Background: an optimization exercise with open tools, aiming at small area, a short achievable clock period and few clock cycles per item. Do not read the settings as production practice. In this exercise RTL edits were held to simulation tests only and were not proved equivalent to the original. No activity file was given, so power comes from the tool's default toggle rates.

==> inputs of fjord <==
Design traffic_rate_meter_with_average, start of the top module:
module traffic_rate_meter_with_average (
    input  wire               i_clk,
    input  wire               i_rst_n,
    input  wire               i_in_valid,
    output logic              o_in_stall,
    input  wire  [63:0]       i_rx_total,
    input  wire  [63:0]       i_tx_total,
    output logic              o_out_valid,
    input  wire               i_out_stall,
    output logic              o_speed_valid,
    output logic [63:0]       o_rx_speed,
    output logic [63:0]       o_tx_speed,
    output logic [63:0]       o_rx_average,
    output logic [63:0]       o_tx_average,
    input  wire               i_cfg_valid,
    output logic              o_cfg_ready,
    input  wire  [7:0]        i_cfg_index,
    input  wire  [15:0]       i_cfg_data
);
Settings: LEC_CHECK=0, ABC_CLOCK_PERIOD_IN_PS=5500, CAP_MARGIN=20, CORE_MARGIN=2, CORE_UTILIZATION=40, SETUP_SLACK_MARGIN=4.5, SLEW_MARGIN=20; clock period 10.5 ns.
run.sh (not shown) runs the stock make flow with config.mk's settings and CLKGATE_MAP_FILE= SYNTH_SCRIPT=/design/flow/synth_recipe.tcl, a recipe that flattens the netlist after the stock synthesis.
==> inputs of ember, as changes to fjord <==
--- a/flow/design.v
+++ b/flow/design.v
@@ -29,15 +29,16 @@
     input  wire               i_rst_n,
     input  wire               i_in_valid,
     input  wire               i_out_stall,
     input  wire  [1:0]        i_unit,
     input  wire               i_div_skip,
+    input  wire  [1:0]        i_lead,
     output logic              o_load,
     output logic              o_accept,
-    output logic              o_msub,
-    output logic              o_mmul,
-    output logic              o_msum,
+    output logic              o_mul,
+    output logic              o_mfirst,
+    output logic              o_mlast,
     output logic              o_fin,
     output logic              o_fsel,
     output logic              o_osel,
     output logic [1:0]        o_div,
     output logic              o_first,
@@ -59,15 +60,15 @@
     logic       w_take;
     logic       w_fin_reg;
     assign w_fin_reg   = (r_wst == W_READY) && !r_busy[r_fsel] && !r_valid[r_fsel];
     assign o_fin       = w_fin_reg || ((r_wst == W_READY) && w_take && (r_osel == r_fsel));
     assign o_load      = (r_wst == W_EMPTY) || o_fin;
-    assign o_in_stall  = !((r_wst == W_EMPTY) || w_fin_reg);
-    assign o_accept    = !o_in_stall && i_in_valid;
-    assign o_msub      = (r_wst == W_MUL) && (r_mcnt < trm_pkg::MUL_STEPS);
-    assign o_mmul      = (r_wst == W_MUL) && (r_mcnt != '0) && (r_mcnt <= trm_pkg::MUL_STEPS);
-    assign o_msum      = (r_wst == W_MUL) && (r_mcnt >= 2);
+    assign o_in_stall  = !o_load;
+    assign o_accept    = o_load && i_in_valid;
+    assign o_mul       = (r_wst == W_MUL);
+    assign o_mfirst    = (r_mcnt == '0);
+    assign o_mlast     = (r_mcnt == trm_pkg::MUL_STEPS);
     assign o_fsel      = r_fsel;
     assign o_osel      = r_osel;
     assign o_div       = r_busy;
     assign o_first     = r_first;
     assign o_out_valid = r_valid[r_osel];
@@ -78,10 +79,11 @@
             2'd1:    w_steps = 5'(trm_pkg::DIV_C1);
             2'd2:    w_steps = 5'(trm_pkg::DIV_C2);
             default: w_steps = 5'd0;
         endcase
         if (i_div_skip) w_steps = 5'd0;
+        else            w_steps = w_steps - {3'd0, i_lead};
     end
     always_ff @(posedge i_clk) begin
         if (!i_rst_n) begin
             r_wst    <= W_EMPTY;
             r_mcnt   <= '0;
@@ -98,11 +100,11 @@
                 r_mcnt <= '0;
             end else if (o_fin) begin
                 r_wst  <= W_EMPTY;
             end else if (r_wst == W_MUL) begin
                 r_mcnt <= r_mcnt + 1'b1;
-                if (r_mcnt == trm_pkg::MUL_STEPS + 1) r_wst <= W_READY;
+                if (r_mcnt == trm_pkg::MUL_STEPS) r_wst <= W_READY;
             end
             for (int s = 0; s < 2; s++) begin
                 if (o_fin && r_fsel == s[0]) begin
                     r_dcnt[s]  <= w_steps;
                     r_busy[s]  <= (w_steps != 5'd0);
@@ -137,18 +139,20 @@
     input  wire  [1:0]        i_unit,
     input  wire               i_first,
     input  wire               i_load,
     input  wire               i_accept,
     input  wire  [63:0]       i_total,
-    input  wire               i_msub,
-    input  wire               i_mmul,
-    input  wire               i_msum,
+    input  wire               i_mul,
+    input  wire               i_mfirst,
+    input  wire               i_mlast,
     input  wire               i_fin,
     input  wire               i_fsel,
     input  wire               i_osel,
     input  wire  [1:0]        i_div,
     output logic              o_zero,
+    output logic [2:0]        o_lead,
+    input  wire  [1:0]        i_lead,
     output logic [63:0]       o_speed,
     output logic [63:0]       o_average
 );
     localparam int MB = trm_pkg::MUL_BITS;
     localparam int DR = trm_pkg::DIV_R4;
@@ -161,11 +165,10 @@
     logic [63:0] r_w;        
     logic [MB-1:0] r_d;      
     logic        r_borrow;
     logic [9:0]  r_mcarry;
     logic        r_scarry;
-    logic [MB-1:0] r_pl;     
     logic        r_nz;
     logic [63:0] r_speed [2];
     logic [63:0] r_quo   [2];
     logic [15:0] r_rem   [2];
     logic [16:0] r_dv    [2];    
@@ -174,11 +177,11 @@
     logic [MB+9:0]  w_prod;
     logic [MB:0]    w_sadd;
     logic [MB:0]    w_diff;
     assign w_diff = {1'b0, r_w[MB-1:0]} - {1'b0, r_last[MB-1:0]} - {{MB{1'b0}}, r_borrow};
     assign w_prod = r_d * i_tps + {{MB{1'b0}}, r_mcarry};
-    assign w_sadd = {1'b0, r_sum[MB-1:0]} + {1'b0, r_pl} + {{MB{1'b0}}, r_scarry};
+    assign w_sadd = {1'b0, r_sum[MB-1:0]} + {1'b0, w_prod[MB-1:0]} + {{MB{1'b0}}, r_scarry};
     logic        w_sat;
     logic        w_nz;
     logic [63:0] w_spd;
     logic        w_over;
     logic        w_czero;
@@ -241,10 +244,51 @@
                     w_quo[s][i+1] = {w_quo[s][i][61:0], 2'd0};
                 end
             end
         end
     end
+    logic [11:0] w_top_sum;
+    logic [11:0] w_top_w;
+    logic [11:0] w_top_ones;
+    logic [2:0]  w_lt_sum;
+    logic [2:0]  w_lt_ones;
+    logic [2:0]  w_zero_w;
+    always_comb begin
+        if (i_unit == 2'd1) begin
+            w_top_sum = {2'b0, r_sum[63:54]};
+            w_top_w   = {2'b0, r_w[63:54]};
+            w_top_ones = 12'h3FF;
+        end else begin
+            w_top_ones = 12'hFFF;
+            w_top_sum = r_sum[63:52];
+            w_top_w   = r_w[63:52];
+        end
+        w_lt_sum[0] = {13'd0, w_top_sum[11:8]} < r_cnt;
+        w_lt_sum[1] = {9'd0,  w_top_sum[11:4]} < r_cnt;
+        w_lt_sum[2] = {5'd0,  w_top_sum}       < r_cnt;
+        w_lt_ones[0] = {13'd0, w_top_ones[11:8]} < r_cnt;
+        w_lt_ones[1] = {9'd0,  w_top_ones[11:4]} < r_cnt;
+        w_lt_ones[2] = {5'd0,  w_top_ones}       < r_cnt;
+        w_zero_w[0] = (w_top_w[11:8] == 4'd0);
+        w_zero_w[1] = (w_top_w[11:4] == 8'd0);
+        w_zero_w[2] = (w_top_w == 12'd0);
+        if (w_dz)                            o_lead = 3'b111;
+        else if (i_first || !w_nz)           o_lead = w_lt_sum;
+        else if (w_over || w_czero)          o_lead = w_sat ? 3'b000 : w_zero_w;
+        else if (w_sat || r_scarry)          o_lead = w_lt_ones;
+        else                                 o_lead = w_lt_sum;
+    end
+    logic [63:0] w_quo_skip;
+    logic [15:0] w_rem_skip;
+    always_comb begin
+        case (i_lead)
+            2'd1:    begin w_quo_skip = {w_quo_load[59:0], 4'd0};  w_rem_skip = {12'd0, w_quo_load[63:60]}; end
+            2'd2:    begin w_quo_skip = {w_quo_load[55:0], 8'd0};  w_rem_skip = {8'd0,  w_quo_load[63:56]}; end
+            2'd3:    begin w_quo_skip = {w_quo_load[51:0], 12'd0}; w_rem_skip = {4'd0,  w_quo_load[63:52]}; end
+            default: begin w_quo_skip = w_quo_load;                w_rem_skip = 16'd0;                     end
+        endcase
+    end
     assign o_speed   = i_osel ? r_speed[1] : r_speed[0];
     assign o_average = i_osel ? r_quo[1]   : r_quo[0];
     always_ff @(posedge i_clk) begin
         if (!i_rst_n) begin
             r_cnt  <= 17'd0;
@@ -261,34 +305,31 @@
             r_w      <= i_total;
             r_borrow <= 1'b0;
             r_mcarry <= '0;
             r_scarry <= 1'b0;
             r_nz     <= 1'b0;
-        end else if (i_msub || i_mmul) begin
+        end else if (i_mul) begin
             r_w      <= {w_prod[MB-1:0], r_w[63:MB]};
         end
-        if (i_msub) begin
+        if (i_mul && !i_mlast) begin
             r_d      <= w_diff[MB-1:0];
             r_borrow <= w_diff[MB];
             r_last   <= {r_w[MB-1:0], r_last[63:MB]};
         end
-        if (i_mmul) begin
+        if (i_mul && !i_mfirst) begin
             r_mcarry <= w_prod[MB+9:MB];
-            r_pl     <= w_prod[MB-1:0];
-            r_nz     <= r_nz | (|w_prod[MB-1:0]);
-        end
-        if (i_msum) begin
             r_scarry <= w_sadd[MB];
+            r_nz     <= r_nz | (|w_prod[MB-1:0]);
             r_sum    <= {w_sadd[MB-1:0], r_sum[63:MB]};
         end else if (i_fin && !i_first && w_nz) begin
             r_sum    <= w_sum_new;
         end
         for (int s = 0; s < 2; s++) begin
             if (i_fin && i_fsel == s[0]) begin
                 r_speed[s] <= i_first ? 64'd0 : w_spd;
-                r_quo[s]   <= w_quo_load;
-                r_rem[s]   <= 16'd0;
+                r_quo[s]   <= w_quo_skip;
+                r_rem[s]   <= w_rem_skip;
                 r_dz[s]    <= w_dz;
                 r_dv[s]    <= w_cnt_new;
                 r_d3[s]    <= {2'b0, w_cnt_new} + {1'b0, w_cnt_new, 1'b0};
             end else if (i_div[s] && !r_dz[s]) begin
                 r_quo[s]   <= w_quo[s][DR];
@@ -306,19 +347,20 @@
     input  wire  [63:0]       i_rx_total,
     input  wire  [63:0]       i_tx_total,
     input  wire               i_first,
     input  wire               i_load,
     input  wire               i_accept,
-    input  wire               i_msub,
-    input  wire               i_mmul,
-    input  wire               i_msum,
+    input  wire               i_mul,
+    input  wire               i_mfirst,
+    input  wire               i_mlast,
     input  wire               i_fin,
     input  wire               i_fsel,
     input  wire               i_osel,
     input  wire  [1:0]        i_div,
     output logic [1:0]        o_unit,
     output logic              o_div_skip,
+    output logic [1:0]        o_lead,
     output logic              o_speed_valid,
     output logic [63:0]       o_rx_speed,
     output logic [63:0]       o_tx_speed,
     output logic [63:0]       o_rx_average,
     output logic [63:0]       o_tx_average
@@ -327,10 +369,14 @@
     logic [7:0]  r_zero_limit;
     logic [15:0] r_count_limit;
     logic [1:0]  r_unit;
     logic [1:0]  r_speed_valid;
     logic        w_rx_zero;
+    logic [2:0]  w_rx_lead;
+    logic [2:0]  w_tx_lead;
+    logic [2:0]  w_lead_both;
+    logic [1:0]  w_lead;
     logic        w_tx_zero;
     always_ff @(posedge i_clk) begin
         if (!i_rst_n) begin
             r_tps         <= trm_pkg::TPS_RESET;
             r_zero_limit  <= trm_pkg::ZERO_LIMIT_RESET;
@@ -358,18 +404,20 @@
         .i_unit        (r_unit),
         .i_first       (i_first),
         .i_load        (i_load),
         .i_accept      (i_accept),
         .i_total       (i_rx_total),
-        .i_msub        (i_msub),
-        .i_mmul        (i_mmul),
-        .i_msum        (i_msum),
+        .i_mul         (i_mul),
+        .i_mfirst      (i_mfirst),
+        .i_mlast       (i_mlast),
         .i_fin         (i_fin),
         .i_fsel        (i_fsel),
         .i_osel        (i_osel),
         .i_div         (i_div),
         .o_zero        (w_rx_zero),
+        .o_lead        (w_rx_lead),
+        .i_lead        (w_lead),
         .o_speed       (o_rx_speed),
         .o_average     (o_rx_average)
     );
     trm_lane u_tx (
         .i_clk         (i_clk),
@@ -380,23 +428,28 @@
         .i_unit        (r_unit),
         .i_first       (i_first),
         .i_load        (i_load),
         .i_accept      (i_accept),
         .i_total       (i_tx_total),
-        .i_msub        (i_msub),
-        .i_mmul        (i_mmul),
-        .i_msum        (i_msum),
+        .i_mul         (i_mul),
+        .i_mfirst      (i_mfirst),
+        .i_mlast       (i_mlast),
         .i_fin         (i_fin),
         .i_fsel        (i_fsel),
         .i_osel        (i_osel),
         .i_div         (i_div),
         .o_zero        (w_tx_zero),
+        .o_lead        (w_tx_lead),
+        .i_lead        (w_lead),
         .o_speed       (o_tx_speed),
         .o_average     (o_tx_average)
     );
     assign o_unit        = r_unit;
     assign o_div_skip    = w_rx_zero && w_tx_zero;
+    assign w_lead_both   = w_rx_lead & w_tx_lead;
+    assign w_lead        = w_lead_both[2] ? 2'd3 : w_lead_both[1] ? 2'd2 : w_lead_both[0] ? 2'd1 : 2'd0;
+    assign o_lead        = w_lead;
     assign o_speed_valid = i_osel ? r_speed_valid[1] : r_speed_valid[0];
 endmodule
 `default_nettype wire
 `default_nettype none
 module traffic_rate_meter_with_average (
@@ -417,34 +470,36 @@
     output logic              o_cfg_ready,
     input  wire  [7:0]        i_cfg_index,
     input  wire  [15:0]       i_cfg_data
 );
     logic       w_load;
-    logic       w_msub;
-    logic       w_mmul;
-    logic       w_msum;
+    logic       w_mfirst;
+    logic       w_mlast;
     logic       w_accept;
+    logic       w_mul;
     logic       w_fin;
     logic       w_fsel;
     logic       w_osel;
     logic [1:0] w_div;
     logic       w_first;
     logic [1:0] w_unit;
     logic       w_div_skip;
+    logic [1:0] w_lead;
     assign o_cfg_ready = 1'b1;
     trm_ctrl u_ctrl (
         .i_clk       (i_clk),
         .i_rst_n     (i_rst_n),
         .i_in_valid  (i_in_valid),
         .i_out_stall (i_out_stall),
         .i_unit      (w_unit),
         .i_div_skip  (w_div_skip),
+        .i_lead      (w_lead),
         .o_load      (w_load),
         .o_accept    (w_accept),
-        .o_msub      (w_msub),
-        .o_mmul      (w_mmul),
-        .o_msum      (w_msum),
+        .o_mul       (w_mul),
+        .o_mfirst    (w_mfirst),
+        .o_mlast     (w_mlast),
         .o_fin       (w_fin),
         .o_fsel      (w_fsel),
         .o_osel      (w_osel),
         .o_div       (w_div),
         .o_first     (w_first),
@@ -460,19 +515,20 @@
         .i_rx_total    (i_rx_total),
         .i_tx_total    (i_tx_total),
         .i_first       (w_first),
         .i_load        (w_load),
         .i_accept      (w_accept),
-        .i_msub        (w_msub),
-        .i_mmul        (w_mmul),
-        .i_msum        (w_msum),
+        .i_mul         (w_mul),
+        .i_mfirst      (w_mfirst),
+        .i_mlast       (w_mlast),
         .i_fin         (w_fin),
         .i_fsel        (w_fsel),
         .i_osel        (w_osel),
         .i_div         (w_div),
         .o_unit        (w_unit),
         .o_div_skip    (w_div_skip),
+        .o_lead        (w_lead),
         .o_speed_valid (o_speed_valid),
         .o_rx_speed    (o_rx_speed),
         .o_tx_speed    (o_tx_speed),
         .o_rx_average  (o_rx_average),
         .o_tx_average  (o_tx_average)
- CORE_UTILIZATION: 40 -> 62
- PLACE_DENSITY: default -> 0.72
==> inputs of onyx, as changes to fjord <==
--- a/flow/design.v
+++ b/flow/design.v
@@ -31,13 +31,13 @@
     input  wire               i_out_stall,
     input  wire  [1:0]        i_unit,
     input  wire               i_div_skip,
     output logic              o_load,
     output logic              o_accept,
-    output logic              o_msub,
-    output logic              o_mmul,
-    output logic              o_msum,
+    output logic              o_mul,
+    output logic              o_mfirst,
+    output logic              o_mlast,
     output logic              o_fin,
     output logic              o_fsel,
     output logic              o_osel,
     output logic [1:0]        o_div,
     output logic              o_first,
@@ -59,15 +59,15 @@
     logic       w_take;
     logic       w_fin_reg;
     assign w_fin_reg   = (r_wst == W_READY) && !r_busy[r_fsel] && !r_valid[r_fsel];
     assign o_fin       = w_fin_reg || ((r_wst == W_READY) && w_take && (r_osel == r_fsel));
     assign o_load      = (r_wst == W_EMPTY) || o_fin;
-    assign o_in_stall  = !((r_wst == W_EMPTY) || w_fin_reg);
-    assign o_accept    = !o_in_stall && i_in_valid;
-    assign o_msub      = (r_wst == W_MUL) && (r_mcnt < trm_pkg::MUL_STEPS);
-    assign o_mmul      = (r_wst == W_MUL) && (r_mcnt != '0) && (r_mcnt <= trm_pkg::MUL_STEPS);
-    assign o_msum      = (r_wst == W_MUL) && (r_mcnt >= 2);
+    assign o_in_stall  = !o_load;
+    assign o_accept    = o_load && i_in_valid;
+    assign o_mul       = (r_wst == W_MUL);
+    assign o_mfirst    = (r_mcnt == '0);
+    assign o_mlast     = (r_mcnt == trm_pkg::MUL_STEPS);
     assign o_fsel      = r_fsel;
     assign o_osel      = r_osel;
     assign o_div       = r_busy;
     assign o_first     = r_first;
     assign o_out_valid = r_valid[r_osel];
@@ -98,11 +98,11 @@
                 r_mcnt <= '0;
             end else if (o_fin) begin
                 r_wst  <= W_EMPTY;
             end else if (r_wst == W_MUL) begin
                 r_mcnt <= r_mcnt + 1'b1;
-                if (r_mcnt == trm_pkg::MUL_STEPS + 1) r_wst <= W_READY;
+                if (r_mcnt == trm_pkg::MUL_STEPS) r_wst <= W_READY;
             end
             for (int s = 0; s < 2; s++) begin
                 if (o_fin && r_fsel == s[0]) begin
                     r_dcnt[s]  <= w_steps;
                     r_busy[s]  <= (w_steps != 5'd0);
@@ -137,13 +137,13 @@
     input  wire  [1:0]        i_unit,
     input  wire               i_first,
     input  wire               i_load,
     input  wire               i_accept,
     input  wire  [63:0]       i_total,
-    input  wire               i_msub,
-    input  wire               i_mmul,
-    input  wire               i_msum,
+    input  wire               i_mul,
+    input  wire               i_mfirst,
+    input  wire               i_mlast,
     input  wire               i_fin,
     input  wire               i_fsel,
     input  wire               i_osel,
     input  wire  [1:0]        i_div,
     output logic              o_zero,
@@ -161,11 +161,10 @@
     logic [63:0] r_w;        
     logic [MB-1:0] r_d;      
     logic        r_borrow;
     logic [9:0]  r_mcarry;
     logic        r_scarry;
-    logic [MB-1:0] r_pl;     
     logic        r_nz;
     logic [63:0] r_speed [2];
     logic [63:0] r_quo   [2];
     logic [15:0] r_rem   [2];
     logic [16:0] r_dv    [2];    
@@ -174,11 +173,11 @@
     logic [MB+9:0]  w_prod;
     logic [MB:0]    w_sadd;
     logic [MB:0]    w_diff;
     assign w_diff = {1'b0, r_w[MB-1:0]} - {1'b0, r_last[MB-1:0]} - {{MB{1'b0}}, r_borrow};
     assign w_prod = r_d * i_tps + {{MB{1'b0}}, r_mcarry};
-    assign w_sadd = {1'b0, r_sum[MB-1:0]} + {1'b0, r_pl} + {{MB{1'b0}}, r_scarry};
+    assign w_sadd = {1'b0, r_sum[MB-1:0]} + {1'b0, w_prod[MB-1:0]} + {{MB{1'b0}}, r_scarry};
     logic        w_sat;
     logic        w_nz;
     logic [63:0] w_spd;
     logic        w_over;
     logic        w_czero;
@@ -261,25 +260,22 @@
             r_w      <= i_total;
             r_borrow <= 1'b0;
             r_mcarry <= '0;
             r_scarry <= 1'b0;
             r_nz     <= 1'b0;
-        end else if (i_msub || i_mmul) begin
+        end else if (i_mul) begin
             r_w      <= {w_prod[MB-1:0], r_w[63:MB]};
         end
-        if (i_msub) begin
+        if (i_mul && !i_mlast) begin
             r_d      <= w_diff[MB-1:0];
             r_borrow <= w_diff[MB];
             r_last   <= {r_w[MB-1:0], r_last[63:MB]};
         end
-        if (i_mmul) begin
+        if (i_mul && !i_mfirst) begin
             r_mcarry <= w_prod[MB+9:MB];
-            r_pl     <= w_prod[MB-1:0];
-            r_nz     <= r_nz | (|w_prod[MB-1:0]);
-        end
-        if (i_msum) begin
             r_scarry <= w_sadd[MB];
+            r_nz     <= r_nz | (|w_prod[MB-1:0]);
             r_sum    <= {w_sadd[MB-1:0], r_sum[63:MB]};
         end else if (i_fin && !i_first && w_nz) begin
             r_sum    <= w_sum_new;
         end
         for (int s = 0; s < 2; s++) begin
@@ -306,13 +302,13 @@
     input  wire  [63:0]       i_rx_total,
     input  wire  [63:0]       i_tx_total,
     input  wire               i_first,
     input  wire               i_load,
     input  wire               i_accept,
-    input  wire               i_msub,
-    input  wire               i_mmul,
-    input  wire               i_msum,
+    input  wire               i_mul,
+    input  wire               i_mfirst,
+    input  wire               i_mlast,
     input  wire               i_fin,
     input  wire               i_fsel,
     input  wire               i_osel,
     input  wire  [1:0]        i_div,
     output logic [1:0]        o_unit,
@@ -358,13 +354,13 @@
         .i_unit        (r_unit),
         .i_first       (i_first),
         .i_load        (i_load),
         .i_accept      (i_accept),
         .i_total       (i_rx_total),
-        .i_msub        (i_msub),
-        .i_mmul        (i_mmul),
-        .i_msum        (i_msum),
+        .i_mul         (i_mul),
+        .i_mfirst      (i_mfirst),
+        .i_mlast       (i_mlast),
         .i_fin         (i_fin),
         .i_fsel        (i_fsel),
         .i_osel        (i_osel),
         .i_div         (i_div),
         .o_zero        (w_rx_zero),
@@ -380,13 +376,13 @@
         .i_unit        (r_unit),
         .i_first       (i_first),
         .i_load        (i_load),
         .i_accept      (i_accept),
         .i_total       (i_tx_total),
-        .i_msub        (i_msub),
-        .i_mmul        (i_mmul),
-        .i_msum        (i_msum),
+        .i_mul         (i_mul),
+        .i_mfirst      (i_mfirst),
+        .i_mlast       (i_mlast),
         .i_fin         (i_fin),
         .i_fsel        (i_fsel),
         .i_osel        (i_osel),
         .i_div         (i_div),
         .o_zero        (w_tx_zero),
@@ -417,14 +413,14 @@
     output logic              o_cfg_ready,
     input  wire  [7:0]        i_cfg_index,
     input  wire  [15:0]       i_cfg_data
 );
     logic       w_load;
-    logic       w_msub;
-    logic       w_mmul;
-    logic       w_msum;
+    logic       w_mfirst;
+    logic       w_mlast;
     logic       w_accept;
+    logic       w_mul;
     logic       w_fin;
     logic       w_fsel;
     logic       w_osel;
     logic [1:0] w_div;
     logic       w_first;
@@ -438,13 +434,13 @@
         .i_out_stall (i_out_stall),
         .i_unit      (w_unit),
         .i_div_skip  (w_div_skip),
         .o_load      (w_load),
         .o_accept    (w_accept),
-        .o_msub      (w_msub),
-        .o_mmul      (w_mmul),
-        .o_msum      (w_msum),
+        .o_mul       (w_mul),
+        .o_mfirst    (w_mfirst),
+        .o_mlast     (w_mlast),
         .o_fin       (w_fin),
         .o_fsel      (w_fsel),
         .o_osel      (w_osel),
         .o_div       (w_div),
         .o_first     (w_first),
@@ -460,13 +456,13 @@
         .i_rx_total    (i_rx_total),
         .i_tx_total    (i_tx_total),
         .i_first       (w_first),
         .i_load        (w_load),
         .i_accept      (w_accept),
-        .i_msub        (w_msub),
-        .i_mmul        (w_mmul),
-        .i_msum        (w_msum),
+        .i_mul         (w_mul),
+        .i_mfirst      (w_mfirst),
+        .i_mlast       (w_mlast),
         .i_fin         (w_fin),
         .i_fsel        (w_fsel),
         .i_osel        (w_osel),
         .i_div         (w_div),
         .o_unit        (w_unit),
==> comparison table <==
| metric | onyx | ember | fjord |
|---|---|---|---|
| Result of the run | finished clean | finished clean | finished clean |
| Setup slack at placement | 3410 ps | 2080 ps | 2920 ps |
| Critical Path Sink | u_dp.u_rx.r_sum[63]$_DFFE_PP_ | u_dp.u_rx.r_sum[63]$_DFFE_PP_ | u_dp.u_tx.r_quo[0][1]$_DFFE_PP_ |
| Routability congestion estimate from global placement | 0.969 | 1.02 | 0.941 |
| Fraction of power consumed by the clock network | 19.5% | 19.7% | 40.5% |
| Post-synth EDFFs | 1100 | 1164 | 1132 |
| Power Sequential | 6.79 mW | 6.78 mW | 6.16 mW |
| Most common cell in the netlist | nand2_1 | nand2_1 | edfxtp_1 |
| Post-synthesis net count | 11016 | 11918 | 10718 |
| Placed wire-length estimate | 252000 um | 264000 um | 242000 um |
| Count of inserted antenna diode cells | 6 | 14 | 18 |
| Startpoint of the worst-slack reg-to-reg timing path | u_dp.u_rx.r_d[3]$_DFFE_PP_ | u_dp.r_tps[3]$_SDFFE_PN0P_ | u_dp.u_tx.r_quo[0][62]$_DFFE_PP_ |
| Combined global-route utilization of all metal layers | 27.8% | 43.4% | 26.4% |
Testbench counts of fjord, summed over its fixed seeds: cycles 9,392, items 1,200.
Testbench counts of ember, summed over its fixed seeds: cycles 8,144, items 1,200.
Testbench counts of onyx, summed over its fixed seeds: cycles 8,879, items 1,200.

separate check: timing with driven ports:
No port has a modelled driver above. Below, the same layouts with a new extraction and two added sets of constraints. Step 1, drivers: a clkbuf_16 drives i_clk and a buf_2 each remaining input, both assumed. Step 2 adds t to the input delays and takes it off the output delays; t is the mean of the earliest and latest rising clock arrival at the registers after step 1. Input paths then give back, and output paths get back, about the clock's delay inside the block. Slacks: ideal ports / drivers / drivers and shift; pairs: ideal ports / drivers.
| run | shift t [ns] | slack for setup (ns) | worst setup path at the end | worst slew at a driven data input, ns | cell pins on the clock port's net |
|---|---|---|---|---|---|
| fjord | 0.893 | 4.579 / 4.579 / 3.875 | input to register | 0.26 | 1 |
| ember | 0.905 | 4.285 / 4.285 / 4.142 | input to register | 0.22 | 1 |
| onyx | 0.920 | 4.371 / 4.371 / 3.991 | input to register | 0.18 | 1 |
After both steps setup and hold are still met in every run listed. For fjord, which loses most, drivers alone change the setup slack by 0.000 ns; drivers and shift together by -0.704 ns.
